This is an optimization exercise on Yosys and OpenROAD, whose aim is small area, a short achievable clock period and few clock cycles, not a production implementation.
Function was checked by simulation only, so behaviour that the tests miss may differ from the original.
Power figures rest on the tool's default switching activity, not on a simulated workload.

try-fjord:
// exec_unit
module exec_unit (
	input logic clk,
	input logic rst_n,
	input logic in_valid,
	output logic in_ready,
	input exec_pkg::issue_t in,
	output logic out_valid,
	input logic out_ready,
	output exec_pkg::result_t out,
	output logic mem_req_valid,
	output exec_pkg::mem_req_t mem_req,
	input logic mem_req_ready,
	input logic mem_rsp_valid,
	input logic [exec_pkg::xlen-1:0] mem_rdata
);
export LEC_CHECK = 0
export CAP_MARGIN = 20
export CORE_MARGIN = 2
export CORE_UTILIZATION = 35
export SETUP_SLACK_MARGIN = 2.0
export SLEW_MARGIN = 20
create_clock -name core_clock -period 6.5 [get_ports {clk}]
standard.sh (not shown) runs the stock make flow with config.mk's settings and CLKGATE_MAP_FILE= SYNTH_SCRIPT=/design/flow/synth_recipe.tcl, a recipe that flattens the netlist after the stock synthesis.
==> flow/flow/run.sh <==
#!/bin/bash
# Layout: the standard flow (standard.sh, unchanged synthesis and steps),
# except that the port buffers ORFS puts on every input and output are
# sky130_fd_sc_hd__buf_1 cells instead of the clkdlybuf4s50_1 delay cells
# buffer_ports picks on its own. The make output goes to flow_make.log here;
# each tool's own log is under orfs/logs/.
set -euo pipefail
export BUFFER_PORTS_ARGS="-buffer_cell sky130_fd_sc_hd__buf_1"
bash standard.sh > flow_make.log 2>&1
try-fjord completed end to end with timing, DRC and antenna clean.
Testbench counts of try-fjord, summed over its fixed seeds: cycles 3,300.
### try-fjord -> try-lagoon
# try-fjord
export LEC_CHECK = 0
export CAP_MARGIN = 20
export CORE_MARGIN = 2
export CORE_UTILIZATION = 35
export SETUP_SLACK_MARGIN = 2.0
export SLEW_MARGIN = 20
create_clock -name core_clock -period 6.5 [get_ports {clk}]
# try-lagoon
export LEC_CHECK = 0
export CAP_MARGIN = 20
export CORE_MARGIN = 2
export CORE_UTILIZATION = 35
export CTS_BUF_LIST = sky130_fd_sc_hd__clkbuf_4
export SETUP_SLACK_MARGIN = 2.5
export SLEW_MARGIN = 20
create_clock -name core_clock -period 6.5 [get_ports {clk}]
Notes after the runs:
- try-fjord → try-lagoon: total power consumption of the routed design went down 2.0%, non-filler instance count after layout went up 71.
- Looking at fill cell instance count of the final layout across try-lagoon and try-fjord, the one that comes out lower is try-lagoon.
- The weighted congestion reported at the end of routability-driven placement of try-lagoon and that of try-fjord are within noise of each other.
- | wire length reported by the detailed router | try-lagoon vs try-fjord | worse |
- Comparing try-lagoon and try-fjord, the lower area of the multi-input gates is on try-fjord.
> inputs changed (try-lagoon -> try-harbor)
# try-lagoon
export LEC_CHECK = 0
export CAP_MARGIN = 20
export CORE_MARGIN = 2
export CORE_UTILIZATION = 35
export CTS_BUF_LIST = sky130_fd_sc_hd__clkbuf_4
export SETUP_SLACK_MARGIN = 2.5
export SLEW_MARGIN = 20
create_clock -name core_clock -period 6.5 [get_ports {clk}]
# try-harbor
export LEC_CHECK = 0
export CAP_MARGIN = 20
export CORE_MARGIN = 2
export CORE_UTILIZATION = 35
export CTS_BUF_LIST = sky130_fd_sc_hd__clkbuf_8
export PLACE_DENSITY = 0.85
export SETUP_SLACK_MARGIN = 2.5
export SLEW_MARGIN = 20
create_clock -name core_clock -period 6.5 [get_ports {clk}]
### Flow results
- Power attributed to sequential cells: try-harbor vs try-lagoon — no meaningful difference
- Against try-lagoon, try-harbor comes in 1.4 points higher on signed area change from the synthesized netlist to the final layout.
- On power, try-harbor does worse than try-lagoon.
- A slowest library cell on the worst path of sky130_fd_sc_hd__a221oi_1 is what try-harbor shows, while sky130_fd_sc_hd__ha_1 belongs to try-lagoon.
- Per the comparison of try-harbor with try-lagoon, wire length has decreased; max-slew headroom at the worst pin has decreased; transition at the pin with the smallest max-transition slack has increased; net switching power of the design has increased.
- The worst-case register-to-register setup slack of try-harbor exceeds that of try-lagoon by 0.02 ns.
Input-level comparison between try-amber and try-harbor:
# try-harbor
export LEC_CHECK = 0
export CAP_MARGIN = 20
export CORE_MARGIN = 2
export CORE_UTILIZATION = 35
export CTS_BUF_LIST = sky130_fd_sc_hd__clkbuf_8
export PLACE_DENSITY = 0.85
export SETUP_SLACK_MARGIN = 2.5
export SLEW_MARGIN = 20
create_clock -name core_clock -period 6.5 [get_ports {clk}]
# try-amber
export LEC_CHECK = 0
export CAP_MARGIN = 20
export CORE_MARGIN = 2
export CORE_UTILIZATION = 40
export CTS_BUF_LIST = sky130_fd_sc_hd__clkbuf_8
export PLACE_DENSITY = 0.75
export SETUP_SLACK_MARGIN = 2.5
export SLEW_MARGIN = 20
create_clock -name core_clock -period 6.5 [get_ports {clk}]
### Flow results
Sequential share of layout area: try-harbor vs try-amber, no meaningful difference
Changes observed in try-amber relative to try-harbor: non-clock buffer contribution to total cell area neither gained nor lost much; chip height lost 17 µm.
Comparing try-amber and try-harbor, insertion delay of the later-clocked pin in the worst-skew pair is higher on try-harbor.
Final critical delay including setup and external delays was lower in the run labelled try-amber.
try-amber vs try-harbor, final worst clock skew went down by 0.016 ns.
As far as remaining number of nets flagged by the antenna check after routing goes, try-amber and try-harbor are indistinguishable; the numbers are identical.
try-amber does better than try-harbor on worst setup slack.

---

nickel:
exec_unit, a different RTL version from the one above (not shown whole).
Size: about 2600 cells after synthesis, ~340 I/O pins, ~0.021 mm^2 of cells after synthesis.
export LEC_CHECK = 0
export CAP_MARGIN = 20
export CORE_MARGIN = 2
export CORE_UTILIZATION = 35
export SLEW_MARGIN = 20
create_clock -name core_clock -period 6.5 [get_ports {clk}]
==> flow/flow/run.sh <==
#!/bin/bash
# Layout: the standard flow (standard.sh, unchanged synthesis and steps),
# except that the port buffers ORFS puts on every input and output are
# sky130_fd_sc_hd__buf_2 cells instead of the clkdlybuf4s50_1 delay cells
# buffer_ports picks on its own. The make output goes to flow_make.log here;
# each tool's own log is under orfs/logs/.
set -euo pipefail
export BUFFER_PORTS_ARGS="-buffer_cell sky130_fd_sc_hd__buf_2"
bash standard.sh > flow_make.log 2>&1
Testbench counts of nickel, summed over its fixed seeds: cycles 4,069.
--- input diff nickel..juniper ---
==> flow/run.sh (new file) <==
#!/bin/bash
# synth_recipe.tcl (not shown) runs the flow's synth.tcl, then flattens the netlist and writes it again
# the make line also repeats each setting of config.mk as NAME=value (left out here)
make -C /OpenROAD-flow-scripts/flow DESIGN_CONFIG=/design/flow/config.mk WORK_HOME=/design/flow/orfs CLKGATE_MAP_FILE= SYNTH_SCRIPT=/design/flow/synth_recipe.tcl finish
removed: flow/flow/run.sh
removed: flow/standard.sh
## What came out
- Per the final summary, juniper finished and its layout is clean on timing, DRC and antenna.
- Changes observed in juniper relative to nickel: global routing usage on met1 rose 2.6 points; power share of the sequential group down 1.5 points.
- The number of antenna violations at the first check in global routing in juniper sits 7 above the value recorded for nickel.

what the ideal ports hide:
Ports are ideal in the flow. The routed layouts listed here were re-timed in OpenROAD. Step 1 assumes that a clkbuf_16 drives the clock port and a buf_2 every other input. Step 2 also shifts input and output timing later by t, the mid clock arrival at the registers, as if the neighbouring blocks saw the same clock. Slacks: ideal / step 1 / step 2; pairs: ideal / step 1.
run	t (ns)	slack for setup (ns)	worst data-port slew with drivers (ns)
try-fjord	0.614	2.088 / 2.068 / 1.454	0.14
try-lagoon	0.855	2.460 / 2.358 / 1.503	0.17
try-harbor	0.644	2.394 / 2.433 / 1.789	0.17
try-amber	0.615	2.442 / 2.394 / 1.779	0.16
nickel	0.493	0.937 / 0.905 / 0.412	0.10
juniper	0.507	0.775 / 0.720 / 0.484	0.09
After both steps every run listed still meets setup and hold. For try-lagoon, which loses most, drivers alone change the setup slack by -0.102 ns; drivers and shift together by -0.957 ns.
